This is an optimization exercise on Yosys and OpenROAD, whose aim is small area, a short achievable clock period and few clock cycles per item, not a production implementation.
RTL that was checked went through simulation tests only; none was proved equivalent to the original.
Only the layout flow was run in run 4; the RTL was not checked for function there.
Power figures rest on the tool's default switching activity, not on a simulated workload.

===== design/flow/config.mk =====
export PLATFORM = sky130hd
export DESIGN_NAME = arp_cache_lru_unit
export DESIGN_NICKNAME = arp_cache_lru_unit
export VERILOG_FILES = /design/flow/design.v
export SDC_FILE = /design/flow/constraint.sdc
export NUM_CORES = 4
export LEC_CHECK = 0
export ABC_AREA = 1
export CAP_MARGIN = 20
export CORE_MARGIN = 2
export CORE_UTILIZATION = 50
export CTS_CLUSTER_DIAMETER = 120
export CTS_CLUSTER_SIZE = 25
export SETUP_SLACK_MARGIN = 2.6
export SLEW_MARGIN = 20

===== design/flow/run.sh =====
#!/bin/bash
# synth_recipe.tcl (not shown) runs the flow's synth.tcl, then flattens the netlist and writes it again
# the make line also repeats each setting of config.mk as NAME=value (left out here)
make -C /OpenROAD-flow-scripts/flow DESIGN_CONFIG=/design/flow/config.mk WORK_HOME=/design/flow/orfs CLKGATE_MAP_FILE= SYNTH_SCRIPT=/design/flow/synth_recipe.tcl finish

===== design/flow/constraint.sdc =====
create_clock -name core_clock -period 5.0 [get_ports {clk}]
set_input_delay 1.0000 -clock core_clock [delete_from_list [all_inputs] [get_ports {clk}]]
set_output_delay 1.0000 -clock core_clock [all_outputs]
set_load 0.01 [all_outputs]

===== design/flow/design.v =====
`timescale 1ns / 1ps
package acl_pkg;
	localparam int ENTRIES = 16;
	localparam int IDX_W   = 4;
	localparam int IP_W    = 32;
	localparam int MAC_W   = 48;
	localparam int SLOT_W  = 4;
	localparam int CFG_W   = 32;
	localparam logic CFG_OWN_IP = 1'b0;
	localparam logic CFG_MASK   = 1'b1;
	localparam logic CMD_LOOKUP = 1'b0;
	localparam logic CMD_LEARN  = 1'b1;
endpackage
`timescale 1ns / 1ps
module acl_cell (
	input  logic                       clk,
	input  logic                       we_ip,
	input  logic                       we_mac,
	input  logic [acl_pkg::IP_W-1:0]   wr_ip,
	input  logic [acl_pkg::MAC_W-1:0]  wr_mac,
	input  logic [acl_pkg::IP_W-1:0]   cmp_ip,
	output logic                       eq,
	output logic [acl_pkg::MAC_W-1:0]  mac
);
	logic [acl_pkg::IP_W-1:0] ip_q;
	logic [acl_pkg::MAC_W-1:0] mac_q;
	always_ff @(posedge clk) begin
		if (we_ip)  ip_q  <= wr_ip;
		if (we_mac) mac_q <= wr_mac;
	end
	assign eq  = (ip_q == cmp_ip);
	assign mac = mac_q;
endmodule
`timescale 1ns / 1ps
module arp_cache_lru_unit (
	input  logic              clk,
	input  logic              arst_n,
	input  logic              in_valid,
	output logic              in_stall,
	input  logic              command,
	input  logic [acl_pkg::IP_W-1:0]   ip_addr,
	input  logic [acl_pkg::MAC_W-1:0]  mac_addr,
	output logic              out_valid,
	input  logic              out_stall,
	output logic [acl_pkg::MAC_W-1:0]  found_mac,
	output logic              hit,
	output logic              is_bcast,
	output logic [acl_pkg::SLOT_W-1:0] slot_used,
	input  logic              cfg_we,
	input  logic              cfg_index,
	input  logic [acl_pkg::CFG_W-1:0]  cfg_data
);
	localparam int N     = acl_pkg::ENTRIES;
	localparam int IP_W  = acl_pkg::IP_W;
	localparam int MAC_W = acl_pkg::MAC_W;
	logic [IP_W-1:0]  own_ip_q;
	logic [IP_W-1:0]  mask_q;
	logic             w_vld_q;
	logic             w_cmd_q;
	logic             w_learn_q;      
	logic             w_mac_nz_q;
	logic             w_mac_n1_q;
	logic             w_bcast_q;
	logic             w_same_q;       
	logic [N-1:0]     w_match_q;      
	logic             w_hitraw_q;     
	logic             w_mvict_q;      
	logic [IP_W-1:0]  w_ip_q;
	logic [MAC_W-1:0] w_mac_q;
	logic             prev_any_q;     
	logic             prev_evict_q;   
	logic [N-1:0]     used_q;
	logic [3:0]       lru_q [1:N-1];
	logic [N-1:0]     oldest_q;       
	logic             out_valid_q;
	logic [MAC_W-1:0] found_q;
	logic             hit_q;
	logic             bcast_q;
	logic [3:0]       slot_q;
	logic             stall;
	logic             in_xfer;
	logic [N-1:0]     eq;
	logic [MAC_W-1:0] ent_mac [N];
	logic [N-1:0]     in_match;
	logic             in_same;
	logic             in_bcast;
	logic             w_acc;
	logic             w_hit;
	logic             wr_hit;
	logic             wr_miss;
	logic [N-1:0]     first_empty;
	logic [3:0]       match_idx;
	logic [N-1:0]     oldest;
	logic [N-1:0]     pos_hit;
	logic [N-1:0]     shift;
	logic [N-1:0]     alt;
	logic [N-1:0]     target;
	logic [N-1:0]     we;
	logic [N-1:0]     we_ip;
	logic [3:0]       tgt_idx;
	logic [MAC_W-1:0] sel_mac;
	logic [MAC_W-1:0] res_found;
	logic             res_hit;
	logic             res_bcast;
	logic [3:0]       res_slot;
	assign stall    = out_valid_q && out_stall;
	assign in_stall = out_stall;
	assign in_xfer  = in_valid && !out_stall;
	always_ff @(posedge clk or negedge arst_n) begin
		if (!arst_n) begin
			own_ip_q <= '0;
			mask_q   <= '0;
		end else if (cfg_we) begin
			if (cfg_index == acl_pkg::CFG_MASK) mask_q <= cfg_data;
			else                                own_ip_q <= cfg_data;
		end
	end
	for (genvar g = 0; g < N; g++) begin : g_ent
		acl_cell u_cell (
			.clk    (clk),
			.we_ip  (we_ip[g]),
			.we_mac (we[g]),
			.wr_ip  (w_ip_q),
			.wr_mac (w_mac_q),
			.cmp_ip (ip_addr),
			.eq     (eq[g]),
			.mac    (ent_mac[g])
		);
	end
	assign in_match = eq & used_q;
	assign in_same  = (ip_addr == w_ip_q);
	assign in_bcast = (ip_addr == '1) ||
		((mask_q != '0) && (ip_addr == (own_ip_q | ~mask_q)));
	always_ff @(posedge clk or negedge arst_n) begin
		if (!arst_n) begin
			w_vld_q      <= 1'b0;
			prev_any_q   <= 1'b0;
			prev_evict_q <= 1'b0;
		end else if (!stall) begin
			w_vld_q      <= in_xfer;
			prev_any_q   <= w_vld_q && w_acc;
			prev_evict_q <= w_vld_q && w_acc && !w_hit && used_q[N-1];
		end
	end
	always_ff @(posedge clk) begin
		if (in_xfer) begin
			w_cmd_q    <= command;
			w_learn_q  <= (command == acl_pkg::CMD_LEARN) && (ip_addr != '0);
			w_mac_nz_q <= (mac_addr != '0);
			w_mac_n1_q <= (mac_addr != '1);
			w_bcast_q  <= in_bcast;
			w_same_q   <= in_same;
			w_match_q  <= (in_match & ~we) | (we & {N{in_same}});
			w_hitraw_q <= |in_match;
			w_mvict_q  <= |(eq & oldest);
			w_ip_q     <= ip_addr;
			w_mac_q    <= mac_addr;
		end
	end
	assign w_acc = w_learn_q && w_mac_nz_q && w_mac_n1_q;
	assign w_hit = (w_same_q && prev_any_q) || (w_hitraw_q && !(w_mvict_q && prev_evict_q));
	always_comb begin
		for (int i = 0; i < N; i++) begin
			first_empty[i] = !used_q[i] && ((i == 0) || used_q[(i == 0) ? 0 : i-1]);
		end
	end
	assign oldest  = oldest_q;
	assign alt     = used_q[N-1] ? oldest : first_empty;
	assign wr_hit  = w_vld_q && w_acc && w_hit;
	assign wr_miss = w_vld_q && w_acc && !w_hit;
	assign we      = ({N{wr_hit}} & w_match_q) | ({N{wr_miss}} & alt);
	assign we_ip   = {N{wr_miss}} & alt;
	assign target  = w_hit ? w_match_q : alt;
	always_ff @(posedge clk or negedge arst_n) begin
		if (!arst_n) begin
			used_q <= '0;
		end else if (!stall) begin
			used_q <= used_q | we;
		end
	end
	always_comb begin
		match_idx = '0;
		for (int i = 0; i < N; i++) begin
			if (w_match_q[i]) match_idx = match_idx | 4'(i);
		end
		pos_hit[0] = used_q[N-1] && |(oldest_q & w_match_q);
		for (int m = 1; m < N; m++) begin
			pos_hit[m] = used_q[N-1-m] && (lru_q[m] == match_idx);
		end
		for (int m = 0; m < N; m++) begin
			shift[m] = wr_miss || (wr_hit && |(pos_hit & ~(N'('1) << (m + 1))));
		end
	end
	always_ff @(posedge clk) begin
		if (!stall) begin
			if (shift[0]) oldest_q <= N'(1) << lru_q[1];
			for (int m = 1; m < N-1; m++) begin
				if (shift[m]) lru_q[m] <= lru_q[m+1];
			end
			if (shift[N-1]) lru_q[N-1] <= tgt_idx;
		end
	end
	always_comb begin
		tgt_idx = '0;
		sel_mac = '0;
		for (int i = 0; i < N; i++) begin
			if (target[i])    tgt_idx = tgt_idx | 4'(i);
			if (w_match_q[i]) sel_mac = sel_mac | ent_mac[i];
		end
	end
	always_comb begin
		if (w_cmd_q == acl_pkg::CMD_LOOKUP) begin
			res_found = w_bcast_q ? '1 : sel_mac;
			res_hit   = w_bcast_q || w_hit;
			res_bcast = w_bcast_q;
			res_slot  = (w_bcast_q || !w_hit) ? 4'd0 : tgt_idx;
		end else begin
			res_found = '0;
			res_hit   = w_acc;
			res_bcast = 1'b0;
			res_slot  = w_acc ? tgt_idx : 4'd0;
		end
	end
	always_ff @(posedge clk or negedge arst_n) begin
		if (!arst_n) begin
			out_valid_q <= 1'b0;
			found_q     <= '0;
			hit_q       <= 1'b0;
			bcast_q     <= 1'b0;
			slot_q      <= '0;
		end else if (!stall) begin
			out_valid_q <= w_vld_q;
			found_q     <= res_found;
			hit_q       <= res_hit;
			bcast_q     <= res_bcast;
			slot_q      <= res_slot;
		end
	end
	assign out_valid = out_valid_q;
	assign found_mac = found_q;
	assign hit       = hit_q;
	assign is_bcast  = bcast_q;
	assign slot_used = slot_q;
endmodule

==> impl_metrics.csv, run 1 <==
group,metric,value,unit
outcome,status,"complete, no violations",
route,drt.antenna.violating_nets,0,
logic_synthesis,synth-seq-area-share,0.731,
pwr,power.density_cell_area,318,nW/µm²
global_routing,overflow,0,
sta,rsz0062_at_grt,"yes",
setup_path,endpoint_kind_of_the_worst_setup_timing_path,"flip-flop",
sta,maxClockFrequency,397,MHz
logic_synthesis,postSynth.asyncResetShare,0.0864,
floorplan,fp.dieArea,132000,µm²
logic_synthesis,post-synth-top-area-cell,"edfxtp_1",
sta,final.period_utilization,0.503,
global_routing,grt_start_max_net_pins,76,
logic_synthesis,synth.mux.area_fraction,0.00232,
logic_synthesis,netlist_area,64700,µm²
floorplan,dieHeight,364,µm
logic_synthesis,synth-edff-count,1460,
sta,final_hold_viol_count,0,
logic_synthesis,synthTopCellsByArea,"edfxtp_1, nand2_1, dfrtp_1",
sta,timing.final.ws_setup,2.48,ns
sta,fin_skew,0.0370,ns
cts,clk_root_buffer_cell,"clkbuf_16",
global_routing,grt_first_pass_wirelength,291000,µm
setup_path,worst-setup-path-type,"reg -> reg",
run,drv.max_cap_violation_count,0,
logic_synthesis,avgSynthCellArea,13.0,µm²
cts,cts_tree,"built",
floorplan,dieWidth,364,µm
floorplan,initial_utilization,0.502,
cts,clkLatencyLatePin,0.72,ns
route,first_iter_violations,6040,
logic_synthesis,synth_simple_gate_area_frac,0.146,
logic_synthesis,syn_nets,5110,
setup_path,cp_data_arrival_time,2.92,ns
sta,setup_viol,0,
sta,fin_crit,2.52,ns
sta,fin_worst_hold_slack,0.348,ns
pwr,total_leakage_power,26.3,nW
pwr,peakVddDrop,0.263,mV
route,route.detailed.vias_per_inst,5.94,
logic_synthesis,synthesis.instances,4991,
sta,maxSlewHeadroom,0.290,
setup_path,crit_path_start,"w_match_q[3]$_DFFE_PP_",
logic_synthesis,ys_types,49,
cts,cts-buffers-inserted,73,
cts,cts.sink_count,1598,
logic_synthesis,yosys_warning_total,5,
layout,most-common-layout-cells,"edfxtp_1, nand2_1, xnor2_1",
placed_design,port_buffers,174,
global_routing,grt_usage,0.311,
logic_synthesis,synthDominantCellAreaShare,0.677,
cts,cts_max_path_buffers,3,
setup_path,ff2ff_setup_slack,2.48,ns
setup_path,cp_max_fo,8,
logic_synthesis,synth-compound-area-share,0.0372,
setup_path,required_time_reported_for_the_critical_path_endpoint,5.41,ns
route,route.detailed.drc,0,
logic_synthesis,yosys.area_share.adder,0,
placed_design,detailedPlacementHpwl,121000,µm
global_routing,antenna_found_initial,3,
route,drt-pass1-iter-count,8,
cts,clk_pin_slew,0.12,ns
setup_path,cp-start-kind,"flip-flop",
global_routing,vias_in_the_first_global_route,39200,
layout,mostFrequentLayoutCell,"edfxtp_1",
route,wl_per_cell,28.9,µm
cts,htreeDepth,3,
route,via_count,42700,
logic_synthesis,synth_top_family_by_area,"simple AND/OR/NAND/NOR gates",
sta,worst-slew-pin-transition,1.06,ns
worst_hold_path,hold_path.class,"in -> async",
placed_design,gp_congestion,0.920,
floorplan,core.rowCount,132,
pwr,total_power_consumption_of_the_routed_design,23.8,mW
logic_synthesis,synth_top_flop_cell,"edfxtp_1",
sta,fin_setup_tns,0,ns
logic_synthesis,ys_seq_elements,1598,
sta,timing_max_transition_violations_final,0,
setup_path,r2r_start,"w_match_q[3]$_DFFE_PP_",
floorplan,core_outline_area,129000,µm²
floorplan,pin_count,175,
placed_design,post-place-ws,0.971,ns
layout,post_route_cells_drive_above_1_share,0.149,
layout,number_of_filler_instances_in_the_final_layout,10300,
logic_synthesis,yosys.area_share.xor_xnor,0.0545,
layout,finish.net_count,5514,
route,drt_wl_total,208000,µm
layout,area.growth.synth_to_final,15.9,%
==> power breakdown <==
| group | total [mW] | internal [mW] | switching (mW) |
|---|---|---|---|
| Sequential | 15.0 | 14.8 | 0.247 |
| Combinational | 1.73 | 0.628 | 1.10 |
| Clock | 7.06 | 2.89 | 4.17 |
| Total | 23.8 | 18.3 | 5.52 |
==> layer usage <==
layer,GRT usage,vias up,part of all wire
met5,0,-,0
li1,-,18300,-
met4,0.101,0,0.036
met1,0.466,21600,0.42
met2,0.466,2359,0.44
met3,0.0518,333,0.11
==> kinds of logic (layout without fill, tap and decap cells) <==
family	count (synthesis)	count (layout)
and+or+nand+nor	2155	2163
DFF	1598	1598
buffers and inverters	448	892
xor gates and xnor gates	402	402
AOI/OAI and AO/OA	373	373
muxes	15	15
other	0	1
==> state kept, by name, summed over array words and instances, names as in the netlist, 4 cells and up <==
| signal | cells |
|---|---|
| g_ent.u_cell.mac_q | 768 |
| used_q | 16 |
| w_ip_q | 32 |
| lru_q | 60 |
| found_q | 48 |
| mask_q | 32 |
| g_ent.u_cell.ip_q | 512 |
| slot_q | 4 |
| own_ip_q | 32 |
| w_match_q | 16 |
| oldest_q | 16 |
| w_mac_q | 48 |
==> worst max-delay path, cell delays in order (launching register included) <==
cell and delay (ns):
edfxtp_1 0.56, nor2_4 0.22, nand2_4 0.08, nor2_4 0.17, clkinvlp_4 0.25, nand2_2 0.10, nand2_1 0.05, nor2_1 0.11
nand3_2 0.14, nand2_2 0.14, nor2_4 0.05, nand2_1 0.07, nor2_1 0.05, nor2_2 0.20
==> metrics by stage <==
stage,std cells,cell area (µm²),util
after global routing,7185,75000,0.581
after detailed placement,6823,69200,0.536
after CTS,7129,74100,0.575
after floorplan,4991,64900,-
after global placement,6821,69100,0.536
final,7186,75000,0.581
==> final timing paths <==
kind | endpoint | cells after the start
max reg2reg | lru_q[5][0]$_DFFE_PP_ | 13
max | lru_q[5][0]$_DFFE_PP_ | 13
min in group core_clock | g_ent[8].u_cell.ip_q[6]$_DFFE_PP_ | 0
min | own_ip_q[27]$_DFFE_PN0P_ | 1
max in group asynchronous | found_q[20]$_DFFE_PN0N_ | 2
min reg2reg | g_ent[8].u_cell.ip_q[6]$_DFFE_PP_ | 0
==> area by class of cell <==
class | instances | area, µm² | share of cell area
clock buffers | 118 | 2060 | 0.0275
well taps | 1742 | 2180 | 0.0291
repair buffers | 532 | 5780 | 0.0770
inverters | 225 | 1020 | 0.0136
multi-input cells | 2953 | 16500 | 0.220
flip-flops and latches | 1598 | 47300 | 0.631
repair inverters | 12 | 91.3 | 0.00122
clock inverters | 5 | 75.1 | 0.00100
diodes | 1 | 2.50 | 0.0000334
==> synthesized netlist by cell type, drive strengths merged (5+ instances only) <==
cell type / instances
xor2: 151
nor3: 119
or2: 100
inv: 218
nand3: 252
clkbuf: 116
edfxtp: 1460
o22ai: 26
nand2: 1267
a221oi: 48
mux2i: 15
or4: 5
a21oi: 57
nand4: 161
nor4: 35
o21ai: 150
xnor2: 251
clkinv: 7
a22o: 62
a211oi: 11
nor2: 213
buf: 107
dfrtp: 138
==> repair_timing <==
| action | CTS | global route |
|---|---|---|
| cloned | 29 | 5 |
| setup endpoints to repair | 1426 | 494 |
| buffers inserted | 154 | 50 |
| pin swaps | 46 | 47 |
| hold buffers | 0 | 0 |
| gates resized for setup | 484 | 129 |
Testbench counts, summed over its fixed seeds: cycles 8,016, items 8,000.
==> run 2: changes to the inputs <==
--- a/design/flow/config.mk
+++ b/design/flow/config.mk
@@ -8,8 +8,9 @@
 export ABC_AREA = 1
 export CAP_MARGIN = 20
 export CORE_MARGIN = 2
-export CORE_UTILIZATION = 50
+export CORE_UTILIZATION = 40
 export CTS_CLUSTER_DIAMETER = 120
 export CTS_CLUSTER_SIZE = 25
+export PLACE_DENSITY = 0.75
 export SETUP_SLACK_MARGIN = 2.6
 export SLEW_MARGIN = 20
==> impl_metrics.csv, run 2 <==
group,metric,value,unit
setup_path,cp_max_fo,8,
setup_path,worst-setup-path-type,"reg -> reg",
layout,stdcell_area,75400,µm²
route,via_count,43300,
placed_design,post_dp_cell_area,69400,µm²
layout,most-common-layout-cells,"edfxtp_1, nand2_1, xnor2_1",
floorplan,dieWidth,406,µm
setup_path,cp-start-kind,"flip-flop",
logic_synthesis,avgSynthCellArea,13.0,µm²
setup_path,cp.depth,6,
pwr,peakVddDrop,0.226,mV
layout,top_register,"g_ent.u_cell.mac_q",
layout,area.growth.synth_to_final,16.4,%
logic_synthesis,yosys.area_share.adder,0,
layout,postLayoutCoreUtil,0.469,
layout,max_reg_flops,768,
sta,timing_max_transition_violations_final,0,
logic_synthesis,synth_top_family_by_area,"simple AND/OR/NAND/NOR gates",
floorplan,pin_count,175,
global_routing,overflow,0,
global_routing,grt_first_pass_wirelength,281000,µm
cts,cts_tree,"built",
pwr,total_leakage_power,26.2,nW
sta,timing.final.ws_setup,2.36,ns
sta,fin_setup_tns,0,ns
route,drt_wl_total,202000,µm
logic_synthesis,synthesis.instances,4991,
placed_design,port_buffers,174,
setup_path,crit_path_start,"used_q[15]$_DFFE_PN0N_",
global_routing,antenna_found_initial,14,
setup_path,timing.critical_path.slowest_stage_cell,"dfrtp_4",
logic_synthesis,syn_nets,5110,
cts,cts_max_path_buffers,3,
layout,final-instance-count-excl-fill,7598,
logic_synthesis,cell_with_the_most_instances_after_synthesis,"edfxtp_1",
outcome,status,"complete, no violations",
placed_design,detailedPlacementHpwl,114000,µm
route,first_iter_violations,6186,
sta,fin_crit,2.64,ns
sta,fin_skew,0.0382,ns
route,route.detailed.drc,0,
logic_synthesis,synthTopCellsByArea,"edfxtp_1, nand2_1, dfrtp_1",
logic_synthesis,synth-edff-count,1460,
floorplan,initial_utilization,0.403,
sta,final_hold_viol_count,0,
sta,setup_viol,0,
cts,cts-buffers-inserted,73,
setup_path,cpLargestDelayFamily,"compound AO/OA/AOI/OAI gates",
setup_path,crit_chain,"clkinvlp_4, o21ai_0, o21ai_1, buf_4, nor3_1, nand4_1",
cts,clk_root_buffer_cell,"clkbuf_16",
layout,finish.net_count,5504,
sta,maxClockFrequency,379,MHz
placed_design,placed_cells_incl_taps,7222,
setup_path,timing.critical_path.buf_inv,2,
setup_path,timing.critical_path.slowest_cell_delay,0.55,ns
logic_synthesis,post-synth-top-area-cell,"edfxtp_1",
route,route.detailed.vias_per_inst,5.70,
logic_synthesis,synth_common_cells,"edfxtp_1, nand2_1, xnor2_1",
floorplan,dieHeight,406,µm
run,drv.max_cap_violation_count,0,
floorplan,core_outline_area,161000,µm²
global_routing,grt_usage,0.235,
route,drt.antenna.violating_nets,0,
layout,mostFrequentLayoutCell,"edfxtp_1",
logic_synthesis,synth_top_flop_cell,"edfxtp_1",
cts,cts.sink_count,1598,
floorplan,fp.dieArea,165000,µm²
logic_synthesis,yosys.area_share.xor_xnor,0.0545,
pwr,power.density_cell_area,314,nW/µm²
route,wl_per_cell,26.5,µm
layout,post_route_cells_drive_above_1_share,0.144,
sta,worst-slew-pin-transition,0.995,ns
global_routing,vias_in_the_first_global_route,40700,
worst_hold_path,hold_path.class,"in -> async",
logic_synthesis,synthDominantCellAreaShare,0.677,
logic_synthesis,ys_types,49,
floorplan,core.rowCount,147,
sta,rsz0062_at_grt,"yes",
cts,clkLatencyLatePin,0.71,ns
logic_synthesis,netlist_area,64700,µm²
cts,htreeDepth,3,
cts,clk_pin_slew,0.10,ns
logic_synthesis,synth.mux.area_fraction,0.00232,
logic_synthesis,postSynth.asyncResetShare,0.0864,
setup_path,r2r_start,"used_q[15]$_DFFE_PN0N_",
setup_path,cp_data_arrival_time,3.01,ns
global_routing,grt_start_max_net_pins,105,
logic_synthesis,synth-seq-area-share,0.731,
setup_path,worstRegToRegCells,6,
setup_path,endpoint_kind_of_the_worst_setup_timing_path,"flip-flop",
setup_path,required_time_reported_for_the_critical_path_endpoint,5.37,ns
logic_synthesis,synth-compound-area-share,0.0372,
placed_design,post-place-ws,1.04,ns
placed_design,gp_congestion,0.937,
sta,final.period_utilization,0.527,
layout,registers_with_the_highest_flip_flop_counts,"g_ent.u_cell.mac_q (768), g_ent.u_cell.ip_q (512), lru_q (60)",
logic_synthesis,synth_simple_gate_area_frac,0.146,
sta,maxSlewHeadroom,0.334,
logic_synthesis,ys_seq_elements,1598,
logic_synthesis,yosys_warning_total,5,
route,drt-pass1-iter-count,9,
## run 2: repair_timing
| item | in CTS | in global routing |
|---|---|---|
| gates resized for setup | 465 | 122 |
| hold endpoints to repair | 0 | 0 |
| setup buffers | 156 | 56 |
| pin swaps | 41 | 45 |
| endpoints found under the setup margin | 1408 | 867 |
| hold buffers | 0 | 0 |
| gates cloned | 25 | 10 |
## run 2: through the flow
stage	power, mW	hold slack [ns]
after floorplan	16.0	0.426
after global placement	16.8	0.430
after detailed placement	16.8	0.435
after CTS	23.6	0.164
after global routing	24.3	0.193
final	23.7	0.173
## run 2: logic make-up after synthesis
family | count (synthesis)
compound gates | 373
simple gates | 2155
xor+xnor | 402
mux | 15
flops | 1598
buf+inv | 448
## run 2: power breakdown
| part | total (mW) | internal, mW | leakage (nW) | switching (mW) |
|---|---|---|---|---|
| clock network | 6.95 | 2.86 | 1.02 | 4.09 |
| registers | 15.1 | 14.8 | 14.8 | 0.265 |
| logic | 1.66 | 0.614 | 10.4 | 1.05 |
## run 2: layer usage
metal	up-vias	wire (µm)	global-route usage
met5	-	135	0
met4	22	13200	0.132
met3	663	28500	0.0635
met2	3146	89700	0.360
met1	21200	70200	0.304
li1	18300	-	-
## run 2: layout make-up
type                            count  area, µm²
Sequential cell                  1598      47300
Inverter                          225        975
Timing Repair inverter             13       96.3
Tap cell                         2160       2700
Clock buffer                      118       2030
Fill cell                       13500      85200
Antenna cell                        4       10.0
Clock inverter                      6        115
Multi-Input combinational cell   2951      16300
Timing Repair Buffer              523       5800
## run 2: worst paths after layout
check	slack, ns	endpoint
hold reg to reg	0.46	lru_q[11][3]$_DFFE_PP_
setup / recovery	2.36	lru_q[15][1]$_DFFE_PP_
setup reg to reg	2.36	lru_q[15][1]$_DFFE_PP_
max in group asynchronous	3.75	found_q[19]$_DFFE_PN0N_
hold / removal	0.17	own_ip_q[27]$_DFFE_PN0P_
min in group core_clock	0.46	lru_q[11][3]$_DFFE_PP_
==> run 3: changes to the inputs <==
--- a/design/flow/config.mk
+++ b/design/flow/config.mk
@@ -11,6 +11,5 @@
 export CORE_UTILIZATION = 40
 export CTS_CLUSTER_DIAMETER = 120
 export CTS_CLUSTER_SIZE = 25
-export PLACE_DENSITY = 0.75
 export SETUP_SLACK_MARGIN = 2.6
 export SLEW_MARGIN = 20
==> impl_metrics.csv, run 3 <==
group,metric,value,unit
route,route.detailed.vias_per_inst,5.54,
sta,fin_setup_tns,0,ns
layout,finish.net_count,5528,
layout,post_route_cells_drive_above_1_share,0.157,
floorplan,pin_count,175,
logic_synthesis,post-synth-top-area-cell,"edfxtp_1",
route,wl_per_cell,27.1,µm
setup_path,cpLargestDelayFamily,"buffers and inverters",
sta,setup_viol,0,
logic_synthesis,synth_simple_gate_area_frac,0.146,
cts,cts-buffers-inserted,74,
global_routing,global_route.peak_usage_layer,"met2",
logic_synthesis,yosys.area_share.xor_xnor,0.0545,
layout,max_reg_flops,768,
setup_path,timing.critical_path.buf_inv,3,
cts,clkLatencyLatePin,0.77,ns
floorplan,core.rowCount,147,
sta,maxClockFrequency,393,MHz
logic_synthesis,synth_top_flop_cell,"edfxtp_1",
setup_path,cp.depth,7,
layout,mostFrequentLayoutCell,"edfxtp_1",
floorplan,dieHeight,406,µm
cts,clk_pin_slew,0.11,ns
sta,timing_max_transition_violations_final,0,
pwr,p_sw,5.60,mW
route,via_count,42300,
worst_hold_path,hold_path.class,"in -> async",
layout,registers_with_the_highest_flip_flop_counts,"g_ent.u_cell.mac_q (768), g_ent.u_cell.ip_q (512), lru_q (60)",
global_routing,overflow,0,
route,first_iter_violations,5398,
logic_synthesis,cell_with_the_most_instances_after_synthesis,"edfxtp_1",
layout,top_register,"g_ent.u_cell.mac_q",
pwr,power.density_cell_area,316,nW/µm²
logic_synthesis,synth_top_family_by_area,"simple AND/OR/NAND/NOR gates",
global_routing,vias_in_the_first_global_route,39300,
setup_path,required_time_reported_for_the_critical_path_endpoint,5.40,ns
layout,final-instance-count-excl-fill,7625,
setup_path,endpoint_kind_of_the_worst_setup_timing_path,"flip-flop",
sta,rsz0062_at_grt,"yes",
layout,most-common-layout-cells,"edfxtp_1, nand2_1, xnor2_1",
pwr,cell_internal_pwr,18.3,mW
logic_synthesis,yosys.area_share.adder,0,
route,drt_wl_total,206000,µm
logic_synthesis,synth-edff-count,1460,
setup_path,cp_data_arrival_time,2.95,ns
placed_design,gp_congestion,0.890,
logic_synthesis,synthTopCellsByArea,"edfxtp_1, nand2_1, dfrtp_1",
setup_path,cp_max_fo,24,
sta,final_hold_viol_count,0,
global_routing,globalRouteMet1Util,0.353,
placed_design,detailedPlacementHpwl,116000,µm
logic_synthesis,ys_types,49,
placed_design,placed_cells_incl_taps,7234,
pwr,sequentialPowerShare,0.629,
logic_synthesis,synth.mux.area_fraction,0.00232,
sta,fin_skew,0.0764,ns
setup_path,worstRegToRegCells,7,
logic_synthesis,ys_seq_elements,1598,
logic_synthesis,yosys_warning_total,5,
layout,area.growth.synth_to_final,16.9,%
cts,cts_max_path_buffers,3,
floorplan,fp.dieArea,165000,µm²
global_routing,antenna_found_initial,6,
setup_path,worst-setup-path-type,"reg -> reg",
logic_synthesis,synthDominantCellAreaShare,0.677,
global_routing,global_route.usage.met3,0.0398,
placed_design,port_buffers,174,
run,drv.max_cap_violation_count,0,
logic_synthesis,syn_nets,5110,
cts,cts_tree,"built",
pwr,peakVddDrop,0.274,mV
logic_synthesis,synthesis.instances,4991,
sta,final.period_utilization,0.509,
floorplan,core_outline_area,161000,µm²
logic_synthesis,netlist_area,64700,µm²
sta,maxSlewHeadroom,0.313,
route,route.detailed.drc,0,
global_routing,grt_usage,0.244,
logic_synthesis,synth-seq-area-share,0.731,
setup_path,timing.critical_path.slowest_stage_cell,"edfxtp_1",
setup_path,ff2ff_setup_slack,2.45,ns
setup_path,cp-start-kind,"flip-flop",
cts,cts.sink_count,1598,
pwr,switching_share,0.234,
cts,cts.hold.buffers_added,0,
logic_synthesis,avgSynthCellArea,13.0,µm²
setup_path,crit-reg2reg-capture,"g_ent[0].u_cell.mac_q[20]$_DFFE_PP_",
logic_synthesis,synth_common_cells,"edfxtp_1, nand2_1, xnor2_1",
sta,fin_crit,2.55,ns
cts,clk_root_buffer_cell,"clkbuf_16",
setup_path,timing.critical_path.slowest_cell_delay,0.53,ns
pwr,clock_power_share,0.300,
setup_path,r2r_start,"w_mac_nz_q$_DFFE_PP_",
route,drt.antenna.violating_nets,0,
cts,htreeDepth,3,
outcome,status,"complete, no violations",
pwr,power.share.combinational,0.071,
global_routing,grt_first_pass_wirelength,288000,µm
floorplan,dieWidth,406,µm
pwr,total_leakage_power,26.5,nW
floorplan,initial_utilization,0.403,
route,drt-pass1-iter-count,8,
global_routing,grt_start_max_net_pins,82,
sta,worst-slew-pin-transition,1.03,ns
logic_synthesis,synth-compound-area-share,0.0372,
global_routing,grtUsageMet2,0.380,
setup_path,crit_chain,"and3_1, nand2_2, buf_12, clkinvlp_4, nand2_1, o22ai_4, buf_6",
logic_synthesis,postSynth.asyncResetShare,0.0864,
[run 3: cell counts after synthesis]
Identical to the previous run, type by type.
[run 3: worst max-delay path by stage]
stage / start / endpoint / slack (ns)
final: w_mac_nz_q$_DFFE_PP_ / g_ent[0].u_cell.mac_q[20]$_DFFE_PP_ / 2.45
after global routing: w_match_q[11]$_DFFE_PP_ / lru_q[5][2]$_DFFE_PP_ / 2.43
after CTS: used_q[15]$_DFFE_PN0N_ / g_ent[1].u_cell.mac_q[4]$_DFFE_PP_ / 2.50
after detailed placement: ip_addr[1] / w_learn_q$_DFFE_PP_ / 0.88
after global placement: ip_addr[22] / w_learn_q$_DFFE_PP_ / 0.84
after floorplan: in_valid / w_bcast_q$_DFFE_PP_ / 2.03
[run 3: power groups by stage]
stage | clock [mW] | sequential (mW) | combinational, mW
5_1_grt | 7.69 | 15.1 | 1.80
3_5_place_dp | 0 | 15.4 | 1.48
2_1_floorplan | 0 | 15.3 | 0.709
3_3_place_gp | 0 | 15.4 | 1.47
4_1_cts | 7.25 | 15.1 | 1.63
6_report | 7.17 | 15.0 | 1.70
[run 3: cell families (layout without fill, tap and decap cells)]
kind of cell	count (synthesis)	in the layout
AO/OA/AOI/OAI	373	373
XOR/XNOR	402	402
buffers and inverters	448	915
flip-flops	1598	1598
multiplexers	15	15
other	0	2
AND/OR/NAND/NOR	2155	2160
[run 3: area by class of cell]
cell class / instances / area, µm²
timing repair buffer: 550 / 5850
antenna: 2 / 5.00
inverter: 225 / 1030
multi-input combinational: 2950 / 16500
timing repair inverter: 10 / 77.6
tap: 2160 / 2700
fill: 14000 / 84900
sequential: 1598 / 47300
clock inverter: 10 / 183
clock buffer: 120 / 2020
[run 3: stage by stage]
| stage | hold WS, ns | instance area (µm²) | util | total power, mW | setup slack (ns) |
|---|---|---|---|---|---|
| floorplan | 0.426 | 64900 | - | 16.0 | 2.03 |
| global placement | 0.436 | 69600 | 0.433 | 16.8 | 0.844 |
| detailed placement | 0.437 | 69600 | 0.434 | 16.8 | 0.877 |
| CTS | 0.312 | 74800 | 0.466 | 23.9 | 2.50 |
| global route | 0.303 | 75700 | 0.471 | 24.6 | 2.43 |
| finish | 0.255 | 75700 | 0.471 | 23.9 | 2.45 |
[run 3: worst reg2reg max path: stages (launching register included)]
cell	delay [ns]
edfxtp_1	0.53
and3_1	0.27
nand2_2	0.12
buf_12	0.16
clkinvlp_4	0.18
nand2_1	0.13
o22ai_4	0.36
buf_6	0.43
[run 3: what timing repair did]
action                                  in CTS  in global routing
hold endpoints to repair                     0                  0
pin swaps                                   37                 31
gates resized for setup                    535                142
endpoints found under the setup margin    1460                503
cloned                                      24                 12
buffers inserted                           180                 43
[run 3: layer usage]
metal  share of wire  vias up  wire (µm)
met5         0.00015        -         30
met4           0.032        4       6610
met3           0.096      340      19800
met2            0.45     2131      93800
met1            0.42    21400      86000
li1                -    18400          -
==> run 4: changes to the inputs <==
--- a/design/flow/design.v
+++ b/design/flow/design.v
@@ -61,14 +61,10 @@
 	logic             w_mac_nz_q;
 	logic             w_mac_n1_q;
 	logic             w_bcast_q;
-	logic             w_same_q;       
 	logic [N-1:0]     w_match_q;      
-	logic             w_hitraw_q;     
-	logic             w_mvict_q;      
+	logic             w_hit_q;        
 	logic [IP_W-1:0]  w_ip_q;
 	logic [MAC_W-1:0] w_mac_q;
-	logic             prev_any_q;     
-	logic             prev_evict_q;   
 	logic [N-1:0]     used_q;
 	logic [3:0]       lru_q [1:N-1];
 	logic [N-1:0]     oldest_q;       
@@ -86,6 +82,9 @@
 	logic             in_bcast;
 	logic             w_acc;
 	logic             w_hit;
+	logic             w_wr;
+	logic             w_evict;
+	logic             in_hit;
 	logic             wr_hit;
 	logic             wr_miss;
 	logic [N-1:0]     first_empty;
@@ -131,15 +130,14 @@
 	assign in_same  = (ip_addr == w_ip_q);
 	assign in_bcast = (ip_addr == '1) ||
 		((mask_q != '0) && (ip_addr == (own_ip_q | ~mask_q)));
-	always_ff @(posedge clk or negedge arst_n) begin
-		if (!arst_n) begin
-			w_vld_q      <= 1'b0;
-			prev_any_q   <= 1'b0;
-			prev_evict_q <= 1'b0;
+	assign w_wr    = w_vld_q && w_acc;
+	assign w_evict = w_wr && !w_hit && used_q[N-1];
+	assign in_hit  = (in_same && w_wr) || (|in_match && !(|(eq & oldest) && w_evict));
+	always_ff @(posedge clk or negedge arst_n) begin
+		if (!arst_n) begin
+			w_vld_q <= 1'b0;
 		end else if (!stall) begin
-			w_vld_q      <= in_xfer;
-			prev_any_q   <= w_vld_q && w_acc;
-			prev_evict_q <= w_vld_q && w_acc && !w_hit && used_q[N-1];
+			w_vld_q <= in_xfer;
 		end
 	end
 	always_ff @(posedge clk) begin
@@ -149,16 +147,14 @@
 			w_mac_nz_q <= (mac_addr != '0);
 			w_mac_n1_q <= (mac_addr != '1);
 			w_bcast_q  <= in_bcast;
-			w_same_q   <= in_same;
 			w_match_q  <= (in_match & ~we) | (we & {N{in_same}});
-			w_hitraw_q <= |in_match;
-			w_mvict_q  <= |(eq & oldest);
+			w_hit_q    <= in_hit;
 			w_ip_q     <= ip_addr;
 			w_mac_q    <= mac_addr;
 		end
 	end
 	assign w_acc = w_learn_q && w_mac_nz_q && w_mac_n1_q;
-	assign w_hit = (w_same_q && prev_any_q) || (w_hitraw_q && !(w_mvict_q && prev_evict_q));
+	assign w_hit = w_hit_q;
 	always_comb begin
 		for (int i = 0; i < N; i++) begin
 			first_empty[i] = !used_q[i] && ((i == 0) || used_q[(i == 0) ? 0 : i-1]);
==> design/flow/flow/run.sh (new file) <==
#!/bin/bash
# The standard layout, except that port buffering uses a plain buffer cell
# instead of the delay cell it picks by default.
set -e
export BUFFER_PORTS_ARGS="-buffer_cell sky130_fd_sc_hd__buf_2"
bash standard.sh > standard.log 2>&1
==> design/flow/standard.sh (new file) <==
#!/bin/bash
# synth_recipe.tcl (not shown) runs the flow's synth.tcl, then flattens the netlist and writes it again
# the make line also repeats each setting of config.mk as NAME=value (left out here)
make -C /OpenROAD-flow-scripts/flow DESIGN_CONFIG=/design/flow/config.mk WORK_HOME=/design/flow/orfs CLKGATE_MAP_FILE= SYNTH_SCRIPT=/design/flow/synth_recipe.tcl "${@:-finish}"
removed: design/flow/run.sh
==> impl_metrics.csv, run 4 <==
group,metric,value,unit
setup_path,required_time_reported_for_the_critical_path_endpoint,5.45,ns
floorplan,core.rowCount,148,
setup_path,worst-setup-path-type,"reg -> reg",
setup_path,timing.critical_path.slowest_stage_cell,"edfxtp_1",
logic_synthesis,ys_types,47,
route,drt.antenna.violating_nets,0,
cts,htreeDepth,3,
pwr,total_leakage_power,26.8,nW
setup_path,endpoint_kind_of_the_worst_setup_timing_path,"flip-flop",
sta,worst-slew-pin-transition,1.08,ns
layout,max_reg_flops,768,
sta,final.period_utilization,0.516,
cts,clk_pin_slew,0.11,ns
logic_synthesis,synth_common_cells,"nand2_1, edfxtp_1, xnor2_1",
global_routing,grt_start_max_net_pins,114,
cts,cts-buffers-inserted,74,
logic_synthesis,synth-edff-count,1458,
sta,maxSlewHeadroom,0.279,
cts,clkLatencyLatePin,0.75,ns
layout,post_route_cells_drive_above_1_share,0.134,
route,drt-pass1-iter-count,8,
logic_synthesis,synthesis.instances,5328,
worst_hold_path,hold_path.class,"in -> async",
global_routing,antenna_found_initial,3,
global_routing,overflow,0,
layout,number_of_filler_instances_in_the_final_layout,14600,
layout,stdcell_area,74500,µm²
logic_synthesis,synth-seq-area-share,0.721,
setup_path,cp_max_fo,7,
placed_design,post-place-ws,1.11,ns
sta,timing_max_transition_violations_final,0,
logic_synthesis,postSynth.asyncResetShare,0.0853,
global_routing,vias_in_the_first_global_route,39900,
sta,timing.final.ws_setup,2.42,ns
sta,fin_worst_hold_slack,0.0983,ns
layout,area.growth.synth_to_final,13.8,%
logic_synthesis,avgSynthCellArea,12.3,µm²
setup_path,ff2ff_setup_slack,2.42,ns
layout,top_register,"g_ent.u_cell.mac_q",
cts,cts_tree,"built",
logic_synthesis,yosys_warning_total,5,
setup_path,crit-reg2reg-capture,"lru_q[13][2]$_DFFE_PP_",
placed_design,port_buffers,174,
setup_path,crit_chain,"nor2_4, nand2_8, nor2_8, o21ai_0, nor2_1, nand3_2, nand2_2, nor2_4, nand2_4, buf_6, o21ai_4, a21oi_4",
route,route.detailed.vias_per_inst,5.48,
floorplan,pin_count,175,
cts,cts_max_path_buffers,3,
logic_synthesis,synth_top_flop_cell,"edfxtp_1",
setup_path,cp-start-kind,"flip-flop",
layout,postLayoutCoreUtil,0.458,
logic_synthesis,syn_nets,5447,
layout,registers_with_the_highest_flip_flop_counts,"g_ent.u_cell.mac_q (768), g_ent.u_cell.ip_q (512), lru_q (60)",
run,drv.max_cap_violation_count,0,
logic_synthesis,synthDominantCellAreaShare,0.669,
placed_design,post_dp_cell_area,69200,µm²
floorplan,fp.dieArea,167000,µm²
sta,maxClockFrequency,388,MHz
floorplan,dieWidth,408,µm
placed_design,detailedPlacementHpwl,123000,µm
layout,mostFrequentLayoutCell,"nand2_1",
route,via_count,43200,
layout,area.sequential,47200,µm²
setup_path,worstRegToRegCells,12,
floorplan,initial_utilization,0.402,
logic_synthesis,cell_with_the_most_instances_after_synthesis,"nand2_1",
route,drt_wl_total,210000,µm
floorplan,dieHeight,408,µm
pwr,total_power_consumption_of_the_routed_design,23.7,mW
placed_design,gp_congestion,0.989,
global_routing,grt_usage,0.244,
setup_path,cp_data_arrival_time,3.03,ns
logic_synthesis,ys_seq_elements,1594,
global_routing,grt_first_pass_wirelength,294000,µm
setup_path,r2r_start,"w_match_q[11]$_DFFE_PP_",
sta,final_hold_viol_count,0,
logic_synthesis,synthTopCellsByArea,"edfxtp_1, nand2_1, dfrtp_1",
sta,fin_skew,0.0741,ns
sta,setup_viol,0,
route,wl_per_cell,26.6,µm
pwr,power.density_cell_area,319,nW/µm²
pwr,peakVddDrop,0.283,mV
layout,multiInputGateArea,16700,µm²
placed_design,placed_cells_incl_taps,7562,
layout,final-instance-count-excl-fill,7887,
cts,cts.sink_count,1594,
sta,rsz0062_at_grt,"yes",
sta,fin_setup_tns,0,ns
route,route.detailed.drc,0,
layout,finish.net_count,5784,
layout,most-common-layout-cells,"nand2_1, edfxtp_1, xnor2_1",
outcome,status,"complete, no violations",
setup_path,critical_path.most_common_cell,"nor2_4",
logic_synthesis,post-synth-top-area-cell,"edfxtp_1",
route,first_iter_violations,5567,
floorplan,core_outline_area,163000,µm²
setup_path,timing.critical_path.slowest_cell_delay,0.55,ns
sta,fin_crit,2.58,ns
logic_synthesis,netlist_area,65400,µm²
cts,clk_root_buffer_cell,"clkbuf_16",
run 4: cell types whose count changed in the layout (fill, tap and decap cells not counted), sizes merged, moves of 84 or more:
cell,before,now
clkdlybuf4s50,87,0
inv,206,326
nand2,1268,1659
nor2,217,308
nor3,119,35
or2,100,12
xnor2,251,359
xor2,151,50
run 4: critical path, delay by kind of cell, from the launching register on:
kind / cells / cell delay (ns)
DFF: 1 / 0.55
AOI/OAI and AO/OA: 3 / 0.36
and+or+nand+nor: 8 / 1.25
buffers and inverters: 1 / 0.12
run 4: area by class of cell:
type                            count  area share
Sequential cell                  1594       0.634
Clock buffer                      112      0.0268
Clock inverter                     10     0.00275
Antenna cell                        1   0.0000336
Timing Repair inverter              4    0.000403
Inverter                          347      0.0198
Multi-Input combinational cell   3175       0.224
Timing Repair Buffer              469      0.0562
Tap cell                         2175      0.0365
run 4: where the power goes:
group	switching (mW)	internal [mW]
logic	1.09	0.505
clock network	4.27	2.86
registers	0.247	14.8
total	5.60	18.1
run 4: layer usage:
| layer | GRT usage | wire, µm |
|---|---|---|
| met1 | 0.346 | 86600 |
| met2 | 0.386 | 95800 |
| met3 | 0.0459 | 20800 |
| met4 | 0.0673 | 6970 |
| met5 | 0 | 13 |
run 4: timing repair:
item	4_1_cts	5_1_grt
gates resized for setup	192	105
hold buffers	0	0
cloned	14	8
endpoints found under the setup margin	1385	482
buffers inserted	124	56
pin swaps	46	34
run 4: worst max path at each step:
stage	from	cells after the start	endpoint	slack (ns)
2_1_floorplan	in_valid	2	w_bcast_q$_DFFE_PP_	2.06
3_3_place_gp	ip_addr[0]	5	w_bcast_q$_DFFE_PP_	1.13
3_5_place_dp	ip_addr[0]	5	w_bcast_q$_DFFE_PP_	1.11
4_1_cts	w_learn_q$_DFFE_PP_	9	g_ent[0].u_cell.mac_q[10]$_DFFE_PP_	2.37
5_1_grt	w_match_q[11]$_DFFE_PP_	13	lru_q[13][2]$_DFFE_PP_	2.34
6_report	w_match_q[11]$_DFFE_PP_	12	lru_q[13][2]$_DFFE_PP_	2.42
run 4: cell families (layout without fill, tap and decap cells):
kind of cell | count (synthesis) | in the layout | share of synthesized area
buffers and inverters | 566 | 942 | 0.0358
XOR/XNOR | 409 | 409 | 0.0547
flip-flops | 1594 | 1594 | 0.721
AO/OA/AOI/OAI | 348 | 348 | 0.0343
other | 0 | 1 | 0
AND/OR/NAND/NOR | 2411 | 2418 | 0.154
==> run 5: changes to the inputs <==
--- a/design/flow/design.v
+++ b/design/flow/design.v
@@ -63,6 +63,7 @@
 	logic             w_bcast_q;
 	logic [N-1:0]     w_match_q;      
 	logic             w_hit_q;        
+	logic [3:0]       w_midx_q;       
 	logic [IP_W-1:0]  w_ip_q;
 	logic [MAC_W-1:0] w_mac_q;
 	logic [N-1:0]     used_q;
@@ -88,7 +89,7 @@
 	logic             wr_hit;
 	logic             wr_miss;
 	logic [N-1:0]     first_empty;
-	logic [3:0]       match_idx;
+	logic [3:0]       in_idx;
 	logic [N-1:0]     oldest;
 	logic [N-1:0]     pos_hit;
 	logic [N-1:0]     shift;
@@ -149,6 +150,7 @@
 			w_bcast_q  <= in_bcast;
 			w_match_q  <= (in_match & ~we) | (we & {N{in_same}});
 			w_hit_q    <= in_hit;
+			w_midx_q   <= (in_same && w_wr) ? tgt_idx : in_idx;
 			w_ip_q     <= ip_addr;
 			w_mac_q    <= mac_addr;
 		end
@@ -175,13 +177,9 @@
 		end
 	end
 	always_comb begin
-		match_idx = '0;
-		for (int i = 0; i < N; i++) begin
-			if (w_match_q[i]) match_idx = match_idx | 4'(i);
-		end
 		pos_hit[0] = used_q[N-1] && |(oldest_q & w_match_q);
 		for (int m = 1; m < N; m++) begin
-			pos_hit[m] = used_q[N-1-m] && (lru_q[m] == match_idx);
+			pos_hit[m] = used_q[N-1-m] && (lru_q[m] == w_midx_q);
 		end
 		for (int m = 0; m < N; m++) begin
 			shift[m] = wr_miss || (wr_hit && |(pos_hit & ~(N'('1) << (m + 1))));
@@ -194,6 +192,12 @@
 				if (shift[m]) lru_q[m] <= lru_q[m+1];
 			end
 			if (shift[N-1]) lru_q[N-1] <= tgt_idx;
+		end
+	end
+	always_comb begin
+		in_idx = '0;
+		for (int i = 0; i < N; i++) begin
+			if (in_match[i]) in_idx = in_idx | 4'(i);
 		end
 	end
 	always_comb begin
--- a/design/flow/config.mk
+++ b/design/flow/config.mk
@@ -11,5 +11,5 @@
 export CORE_UTILIZATION = 40
 export CTS_CLUSTER_DIAMETER = 120
 export CTS_CLUSTER_SIZE = 25
-export SETUP_SLACK_MARGIN = 2.6
+export SETUP_SLACK_MARGIN = 2.8
 export SLEW_MARGIN = 20
==> impl_metrics.csv, run 5 <==
group,metric,value,unit
outcome,status,"complete, no violations",
global_routing,overflow,0,
layout,final-instance-count-excl-fill,7840,
cts,clk_root_buffer_cell,"clkbuf_16",
setup_path,crit-reg2reg-capture,"lru_q[10][2]$_DFFE_PP_",
placed_design,port_buffers,174,
sta,setup_viol,0,
layout,area.growth.synth_to_final,14.1,%
cts,clkLatencyLatePin,0.76,ns
layout,registers_with_the_highest_flip_flop_counts,"g_ent.u_cell.mac_q (768), g_ent.u_cell.ip_q (512), lru_q (60)",
layout,top_register,"g_ent.u_cell.mac_q",
logic_synthesis,cell_with_the_most_instances_after_synthesis,"nand2_1",
route,route.detailed.vias_per_inst,5.50,
layout,post_route_cells_drive_above_1_share,0.151,
setup_path,cp_data_arrival_time,2.91,ns
sta,fin_crit,2.41,ns
sta,rsz0062_at_grt,"yes",
logic_synthesis,synthDominantCellAreaShare,0.667,
cts,htreeDepth,3,
route,drt_wl_total,212000,µm
setup_path,worst-setup-path-type,"reg -> reg",
placed_design,detailedPlacementHpwl,121000,µm
sta,maxClockFrequency,415,MHz
route,wl_per_cell,27.0,µm
logic_synthesis,synthTopCellsByArea,"edfxtp_1, nand2_1, dfrtp_1",
cts,cts.sink_count,1598,
placed_design,gp_congestion,0.911,
logic_synthesis,synth-edff-count,1462,
sta,fin_skew,0.0916,ns
sta,final_hold_viol_count,0,
logic_synthesis,ys_seq_elements,1598,
route,route.detailed.drc,0,
route,drt-pass1-iter-count,6,
global_routing,vias_in_the_first_global_route,39400,
cts,cts-buffers-inserted,74,
logic_synthesis,post-synth-top-area-cell,"edfxtp_1",
pwr,peakVddDrop,0.270,mV
floorplan,fp.dieArea,168000,µm²
placed_design,placed_cells_incl_taps,7494,
run,drv.max_cap_violation_count,0,
logic_synthesis,postSynth.asyncResetShare,0.0851,
logic_synthesis,avgSynthCellArea,12.5,µm²
pwr,power.density_cell_area,319,nW/µm²
setup_path,cp-endpoint,"lru_q[10][2]$_DFFE_PP_",
route,via_count,43100,
layout,finish.net_count,5735,
placed_design,post-place-ws,1.32,ns
cts,clk_pin_slew,0.10,ns
setup_path,required_time_reported_for_the_critical_path_endpoint,5.50,ns
logic_synthesis,synthesis.instances,5265,
logic_synthesis,syn_nets,5384,
logic_synthesis,synth_top_flop_cell,"edfxtp_1",
sta,final.period_utilization,0.482,
logic_synthesis,ys_types,54,
sta,maxSlewHeadroom,0.320,
logic_synthesis,netlist_area,65900,µm²
sta,fin_worst_hold_slack,0.293,ns
global_routing,grt_first_pass_wirelength,293000,µm
sta,timing_max_transition_violations_final,0,
cts,cts_max_path_buffers,3,
floorplan,core.rowCount,148,
setup_path,timing.critical_path.slowest_stage_cell,"edfxtp_1",
setup_path,ff2ff_setup_slack,2.59,ns
cts,cts.hold.buffers_added,0,
floorplan,dieHeight,410,µm
global_routing,grt_start_max_net_pins,77,
floorplan,initial_utilization,0.404,
setup_path,r2r_start,"oldest_q[1]$_SDFFCE_PP0P_",
setup_path,crit_chain,"nand2_1, nand2_2, nor2_2, nand4_1, o21ai_4, nand3_4, nor2_4, nand2_1, nand2_2, nand4_1, buf_6",
sta,worst-slew-pin-transition,1.02,ns
layout,antenna_diode_count,0,
route,first_iter_violations,5451,
pwr,total_power_consumption_of_the_routed_design,24.0,mW
setup_path,worstRegToRegCells,11,
sta,fin_setup_tns,0,ns
layout,most-common-layout-cells,"nand2_1, edfxtp_1, xnor2_1",
setup_path,endpoint_kind_of_the_worst_setup_timing_path,"flip-flop",
layout,max_reg_flops,768,
cts,cts_tree,"built",
route,drt.antenna.violating_nets,0,
floorplan,pin_count,175,
setup_path,cp-start-kind,"flip-flop",
setup_path,timing.critical_path.slowest_cell_delay,0.52,ns
layout,mostFrequentLayoutCell,"nand2_1",
logic_synthesis,synth-seq-area-share,0.718,
setup_path,crit_path_start,"oldest_q[1]$_SDFFCE_PP0P_",
setup_path,cp_max_fo,6,
global_routing,grt_usage,0.244,
floorplan,dieWidth,410,µm
sta,timing.final.ws_setup,2.59,ns
worst_hold_path,hold_path.class,"in -> async",
logic_synthesis,yosys_warning_total,5,
global_routing,antenna_found_initial,5,
floorplan,core_outline_area,163000,µm²
logic_synthesis,synth_common_cells,"nand2_1, edfxtp_1, xnor2_1",
pwr,total_leakage_power,27.0,nW
[run 5: metrics by stage]
| stage | cell area (µm²) | utilization |
|---|---|---|
| floorplan | 66200 | - |
| global placement | 69100 | 0.424 |
| detailed placement | 69100 | 0.424 |
| CTS | 73600 | 0.451 |
| global route | 75100 | 0.461 |
| finish | 75100 | 0.461 |
[run 5: worst min path at each step]
stage,to,from
after global placement,lru_q[14][3]$_DFFE_PP_,lru_q[15][3]$_DFFE_PP_
after detailed placement,lru_q[8][0]$_DFFE_PP_,lru_q[9][0]$_DFFE_PP_
after global routing,found_q[27]$_DFFE_PN0N_,arst_n
after floorplan,lru_q[2][2]$_DFFE_PP_,lru_q[3][2]$_DFFE_PP_
final,found_q[29]$_DFFE_PN0N_,arst_n
after CTS,found_q[29]$_DFFE_PN0N_,arst_n
[run 5: cell type report]
class,count,area (µm²)
well taps,2175,2720
inverters,364,1640
multi-input cells,3093,16700
repair inverters,7,68.8
clock buffers,115,2010
clock inverters,10,210
flip-flops and latches,1598,47300
fillers,14400,88000
repair buffers,478,4440
[run 5: metal layers]
metal,wire (µm),vias to the layer above,track usage
met1,88200,21600,0.350
met4,8380,8,0.0866
met2,94100,2338,0.375
met5,45,-,0
met3,21100,376,0.0418
li1,-,18800,-
[run 5: what timing repair did]
| action | CTS | global route |
|---|---|---|
| resized for setup | 231 | 220 |
| buffers inserted | 134 | 66 |
| endpoints found under the setup margin | 1475 | 688 |
| cloned | 10 | 10 |
| pin swaps | 29 | 39 |
[run 5: cell families after synthesis]
family,share of synthesized area
flops,0.718
compound gates,0.0383
simple gates,0.148
buf+inv,0.0425
xor+xnor,0.0533
[run 5: critical path, delay by kind of cell (launching register included)]
kind                   cells  cell delay [ns]
AND/OR/NAND/NOR            9             1.18
flip-flops                 1             0.52
buffers and inverters      1             0.16
AO/OA/AOI/OAI              1             0.31
[run 5: power by group]
| part | switching [mW] | leakage (nW) | internal, mW |
|---|---|---|---|
| clock network | 4.31 | 1.05 | 2.92 |
| logic | 1.12 | 11.1 | 0.561 |
| registers | 0.249 | 14.8 | 14.8 |
| total | 5.68 | 27.0 | 18.3 |
Testbench counts of run 5, summed over its fixed seeds: cycles 8,016, items 8,000.
==> run 6: changes to the inputs <==
--- a/design/flow/config.mk
+++ b/design/flow/config.mk
@@ -11,5 +11,5 @@
 export CORE_UTILIZATION = 40
 export CTS_CLUSTER_DIAMETER = 120
 export CTS_CLUSTER_SIZE = 25
-export SETUP_SLACK_MARGIN = 2.8
+export SETUP_SLACK_MARGIN = 2.7
 export SLEW_MARGIN = 20
==> impl_metrics.csv, run 6 <==
group,metric,value,unit
outcome,status,"complete, no violations",
setup_path,ff2ff_setup_slack,2.63,ns
placed_design,gp_congestion,0.908,
cts,cts.sink_count,1598,
sta,timing_max_transition_violations_final,0,
layout,registers_with_the_highest_flip_flop_counts,"g_ent.u_cell.mac_q (768), g_ent.u_cell.ip_q (512), lru_q (60)",
floorplan,pin_count,175,
sta,maxClockFrequency,422,MHz
sta,final.period_utilization,0.474,
cts,cts.hold.buffers_added,0,
setup_path,crit_path_start,"w_midx_q[1]$_DFFE_PP_",
floorplan,core_outline_area,163000,µm²
logic_synthesis,synth-edff-count,1462,
cts,cts_max_path_buffers,3,
floorplan,core.rowCount,148,
setup_path,endpoint_kind_of_the_worst_setup_timing_path,"flip-flop",
logic_synthesis,synthDominantCellAreaShare,0.667,
sta,setup_viol,0,
worst_hold_path,hold_path.class,"in -> async",
logic_synthesis,yosys_warning_total,5,
cts,clkLatencyLatePin,0.74,ns
sta,timing.final.ws_setup,2.63,ns
logic_synthesis,post-synth-top-area-cell,"edfxtp_1",
layout,post_route_cells_drive_above_1_share,0.131,
floorplan,initial_utilization,0.404,
layout,max_reg_flops,768,
floorplan,fp.dieArea,168000,µm²
layout,multiInputGateArea,16500,µm²
setup_path,cp-endpoint,"lru_q[12][3]$_DFFE_PP_",
floorplan,dieHeight,410,µm
run,drv.max_cap_violation_count,0,
layout,finish.net_count,5663,
setup_path,r2r_start,"w_midx_q[1]$_DFFE_PP_",
cts,cts_tree,"built",
layout,number_of_filler_instances_in_the_final_layout,14600,
route,route.detailed.drc,0,
logic_synthesis,synth_common_cells,"nand2_1, edfxtp_1, xnor2_1",
setup_path,cp-start-kind,"flip-flop",
layout,area.growth.synth_to_final,12.1,%
route,via_count,42200,
floorplan,dieWidth,410,µm
setup_path,cp_max_fo,4,
logic_synthesis,synthesis.instances,5265,
sta,fin_skew,0.0591,ns
sta,worst-slew-pin-transition,1.04,ns
sta,rsz0062_at_grt,"yes",
logic_synthesis,ys_seq_elements,1598,
sta,final_hold_viol_count,0,
global_routing,antenna_found_initial,8,
layout,most-common-layout-cells,"nand2_1, edfxtp_1, xnor2_1",
route,wl_per_cell,26.5,µm
route,first_iter_violations,5197,
pwr,total_leakage_power,26.4,nW
setup_path,worstRegToRegCells,11,
global_routing,grt_first_pass_wirelength,290000,µm
route,route.detailed.vias_per_inst,5.43,
cts,clk_pin_slew,0.11,ns
setup_path,worst-setup-path-type,"reg -> reg",
pwr,peakVddDrop,0.275,mV
logic_synthesis,postSynth.asyncResetShare,0.0851,
layout,top_register,"g_ent.u_cell.mac_q",
layout,area.sequential,47300,µm²
layout,mostFrequentLayoutCell,"nand2_1",
sta,fin_setup_tns,0,ns
sta,fin_crit,2.37,ns
route,drt-pass1-iter-count,6,
route,drt_wl_total,206000,µm
cts,clk_root_buffer_cell,"clkbuf_16",
sta,maxSlewHeadroom,0.307,
setup_path,required_time_reported_for_the_critical_path_endpoint,5.40,ns
global_routing,grt_start_max_net_pins,92,
logic_synthesis,synth_top_flop_cell,"edfxtp_1",
logic_synthesis,avgSynthCellArea,12.5,µm²
placed_design,detailedPlacementHpwl,122000,µm
logic_synthesis,ys_types,54,
cts,cts-buffers-inserted,74,
logic_synthesis,netlist_area,65900,µm²
setup_path,cp_data_arrival_time,2.77,ns
logic_synthesis,cell_with_the_most_instances_after_synthesis,"nand2_1",
logic_synthesis,synth-seq-area-share,0.718,
route,drt.antenna.violating_nets,0,
global_routing,vias_in_the_first_global_route,39600,
logic_synthesis,syn_nets,5384,
placed_design,port_buffers,174,
setup_path,crit-reg2reg-capture,"lru_q[12][3]$_DFFE_PP_",
global_routing,grt_usage,0.241,
pwr,power.density_cell_area,323,nW/µm²
cts,htreeDepth,3,
logic_synthesis,synthTopCellsByArea,"edfxtp_1, nand2_1, dfrtp_1",
placed_design,post-place-ws,1.34,ns
global_routing,overflow,0,
==> run 6: cell count changes in the layout (fill, tap and decap cells not counted), sizes merged <==
| cell | before | now |
|---|---|---|
| bufbuf | 6 | 1 |
| clkbuf | 120 | 121 |
| buf | 467 | 409 |
| diode | 0 | 3 |
| bufinv | 3 | 1 |
| clkinvlp | 4 | 2 |
| nor2 | 251 | 250 |
==> run 6: routing by layer <==
layer	track usage	share of wire	up-vias
li1	-	-	18700
met1	0.350	0.42	21300
met2	0.381	0.46	2006
met3	0.0398	0.098	226
met4	0.0546	0.022	10
met5	0	0.00035	-
==> run 6: worst max-delay path, cell delays in order, from the launching register on <==
cell	delay (ns)
edfxtp_1	0.57
clkinv_4	0.12
buf_12	0.15
buf_6	0.10
a221oi_2	0.23
nand3_1	0.14
nand4_1	0.17
nor2_4	0.07
buf_6	0.13
nand2_1	0.07
nand2_2	0.07
a21oi_4	0.21
==> run 6: timing repair <==
item | 4_1_cts | 5_1_grt
setup endpoints to repair | 1402 | 513
gates cloned | 5 | 2
setup buffers | 87 | 50
resized for setup | 188 | 138
pin swaps | 20 | 24
==> run 6: cell families after synthesis <==
family,after synthesis,share of synthesized area
flip-flops,1598,0.718
XOR/XNOR,400,0.0533
AO/OA/AOI/OAI,381,0.0383
buffers and inverters,577,0.0425
AND/OR/NAND/NOR,2309,0.148
==> run 6: layout make-up <==
type | instances | area share
sequential | 1598 | 0.641
multi-input combinational | 3092 | 0.223
timing repair buffer | 411 | 0.0476
tap | 2175 | 0.0368
clock buffer | 120 | 0.0274
inverter | 364 | 0.0212
clock inverter | 10 | 0.00266
timing repair inverter | 3 | 0.000424
antenna | 3 | 0.000102
==> run 6: worst min-delay path by stage <==
stage	start	to	slack, ns
floorplan	lru_q[3][2]$_DFFE_PP_	lru_q[2][2]$_DFFE_PP_	0.43
global placement	lru_q[15][2]$_DFFE_PP_	lru_q[14][2]$_DFFE_PP_	0.45
detailed placement	lru_q[3][2]$_DFFE_PP_	lru_q[2][2]$_DFFE_PP_	0.46
CTS	arst_n	found_q[43]$_DFFE_PN0N_	0.16
global route	arst_n	found_q[43]$_DFFE_PN0N_	0.21
finish	arst_n	found_q[43]$_DFFE_PN0N_	0.19
==> run 6: power breakdown <==
| group | switching (mW) | internal (mW) |
|---|---|---|
| sequential | 0.226 | 14.8 |
| combinational | 1.10 | 0.529 |
| clock | 4.27 | 2.89 |
| total | 5.60 | 18.2 |
==> run 6: through the flow <==
stage / power [mW] / cell area (µm²) / util / hold slack, ns / std cells
2_1_floorplan: 16.1 / 66200 / - / 0.426 / 5265
3_3_place_gp: 16.8 / 69200 / 0.424 / 0.455 / 7499
3_5_place_dp: 16.8 / 69200 / 0.424 / 0.457 / 7499
4_1_cts: 23.9 / 72900 / 0.447 / 0.165 / 7721
5_1_grt: 24.5 / 73800 / 0.453 / 0.210 / 7773
6_report: 23.8 / 73900 / 0.453 / 0.188 / 7776
==> run 7: changes to the inputs <==
--- a/design/flow/config.mk
+++ b/design/flow/config.mk
@@ -8,8 +8,8 @@
 export ABC_AREA = 1
 export CAP_MARGIN = 20
 export CORE_MARGIN = 2
-export CORE_UTILIZATION = 40
+export CORE_UTILIZATION = 50
 export CTS_CLUSTER_DIAMETER = 120
 export CTS_CLUSTER_SIZE = 25
-export SETUP_SLACK_MARGIN = 2.7
+export SETUP_SLACK_MARGIN = 2.6
 export SLEW_MARGIN = 20
==> impl_metrics.csv, run 7 <==
group,metric,value,unit
outcome,status,"complete, no violations",
route,drt.antenna.violating_nets,0,
sta,rsz0062_at_grt,"yes",
layout,max_reg_flops,768,
logic_synthesis,ys_types,54,
cts,cts_max_path_buffers,3,
global_routing,overflow,0,
placed_design,port_buffers,174,
sta,final_hold_viol_count,0,
global_routing,grt_usage,0.295,
cts,htreeDepth,3,
placed_design,detailedPlacementHpwl,118000,µm
setup_path,cp_max_fo,19,
sta,maxClockFrequency,417,MHz
setup_path,cp_data_arrival_time,2.89,ns
logic_synthesis,synth-edff-count,1462,
sta,fin_setup_tns,0,ns
logic_synthesis,postSynth.asyncResetShare,0.0851,
placed_design,gp_congestion,0.941,
layout,antenna_diode_count,0,
logic_synthesis,netlist_area,65900,µm²
route,met3_wirelength,20200,µm
floorplan,dieWidth,367,µm
pwr,power.density_cell_area,325,nW/µm²
sta,fin_skew,0.0397,ns
placed_design,placed_cells_incl_taps,7078,
global_routing,grt_first_pass_wirelength,286000,µm
floorplan,dieHeight,367,µm
sta,final.period_utilization,0.480,
layout,number_of_filler_instances_in_the_final_layout,11100,
cts,cts_tree,"built",
setup_path,required_time_reported_for_the_critical_path_endpoint,5.50,ns
route,wl_per_cell,27.5,µm
layout,finish.net_count,5610,
logic_synthesis,avgSynthCellArea,12.5,µm²
global_routing,vias_in_the_first_global_route,39100,
layout,final-instance-count-excl-fill,7293,
floorplan,core.rowCount,133,
logic_synthesis,synth_common_cells,"nand2_1, edfxtp_1, xnor2_1",
pwr,total_power_consumption_of_the_routed_design,23.5,mW
logic_synthesis,cell_with_the_most_instances_after_synthesis,"nand2_1",
route,drt-met1-wl,88400,µm
logic_synthesis,ys_seq_elements,1598,
sta,setup_viol,0,
cts,clk_pin_slew,0.12,ns
sta,maxSlewHeadroom,0.290,
cts,cts.sink_count,1598,
sta,fin_crit,2.40,ns
sta,timing_max_transition_violations_final,0,
route,drt_wl_total,201000,µm
sta,worst-slew-pin-transition,1.07,ns
setup_path,worst-setup-path-type,"in -> reg",
pwr,peakVddDrop,0.256,mV
layout,top_register,"g_ent.u_cell.mac_q",
route,route.detailed.vias_per_inst,5.81,
route,met2_wirelength,87100,µm
worst_hold_path,hold_path.class,"in -> async",
logic_synthesis,post-synth-top-area-cell,"edfxtp_1",
cts,cts-buffers-inserted,73,
logic_synthesis,yosys_warning_total,5,
cts,cts.hold.buffers_added,0,
pwr,total_leakage_power,26.0,nW
route,route.detailed.drc,0,
layout,area.growth.synth_to_final,9.72,%
route,topRoutingLayerUsed,"met5",
floorplan,pin_count,175,
layout,most-common-layout-cells,"nand2_1, edfxtp_1, xnor2_1",
route,drt-pass1-iter-count,6,
setup_path,worstRegToRegCells,7,
placed_design,post_dp_cell_area,68600,µm²
layout,mostFrequentLayoutCell,"nand2_1",
run 7: repair_timing:
item                       in CTS  in global routing
setup endpoints to repair    1395                603
cloned                          8                  4
gates resized for setup       117                 76
pin swaps                      20                 10
buffers inserted               53                 28
run 7: final cells by class:
class | instances | area (µm²) | area share
Multi-Input combinational cell | 3094 | 16200 | 0.225
Clock buffer | 116 | 1990 | 0.0275
Timing Repair inverter | 2 | 16.3 | 0.000225
Clock inverter | 6 | 85.1 | 0.00118
Tap cell | 1755 | 2200 | 0.0304
Timing Repair Buffer | 358 | 2940 | 0.0407
Inverter | 364 | 1490 | 0.0206
Sequential cell | 1598 | 47300 | 0.655
run 7: power breakdown:
group          switching [mW]  internal [mW]  total [mW]
Sequential              0.245           14.8        15.0
Clock                    4.14           2.80        6.94
Combinational            1.06          0.464        1.52
Total                    5.44           18.1        23.5
run 7: kinds of logic after synthesis:
kind of cell | share of synthesized area
xor gates and xnor gates | 0.0533
DFF | 0.718
buffers and inverters | 0.0425
AOI/OAI and AO/OA | 0.0383
and+or+nand+nor | 0.148
run 7: worst paths after layout:
check                      slack (ns)                                   to             startpoint
max                              2.60                    w_hit_q$_DFFE_PP_            ip_addr[14]
min                              0.36             own_ip_q[20]$_DFFE_PN0P_                 arst_n
max reg2reg                      2.62  g_ent[6].u_cell.mac_q[34]$_DFFE_PP_  used_q[5]$_DFFE_PN0N_
min reg2reg                      0.48                lru_q[8][0]$_DFFE_PP_  lru_q[9][0]$_DFFE_PP_
max in group asynchronous        3.51              found_q[32]$_DFFE_PN0N_                 arst_n
min in group core_clock          0.48                lru_q[8][0]$_DFFE_PP_  lru_q[9][0]$_DFFE_PP_
run 7: per-stage QoR:
stage,util,worst slack [ns],hold WS (ns)
floorplan,-,2.00,0.426
global placement,0.523,1.43,0.453
detailed placement,0.523,1.40,0.458
CTS,0.547,2.49,0.367
global route,0.551,2.50,0.415
finish,0.551,2.60,0.355
run 7: worst max-delay path: stages:
cell     delay [ns]
buf_4          0.34
inv_4          0.19
nand2_1        0.10
nand2_1        0.05
inv_1          0.05
nand2_1        0.04
nor2_1         0.14
nand2_1        0.06
nor2_1         0.32
nand3_1        0.13
nand2_1        0.08
nor2_1         0.04
nand2_1        0.08
o21ai_1        0.08
nand2_1        0.07
nand2_1        0.04
run 7: metal layers:
metal | global-route usage | up-vias
met1 | 0.463 | 21500
met4 | 0.0777 | 10
met2 | 0.430 | 2060
met5 | 0 | -
met3 | 0.0468 | 239
li1 | - | 18600

Setup slack of run 7, layout unchanged: 2.602 ns with ideal ports, 2.549 ns with driving cells assumed (clock clkbuf_16, inputs buf_2), 1.836 ns with port delays also shifted by the 0.787 ns mid clock arrival.
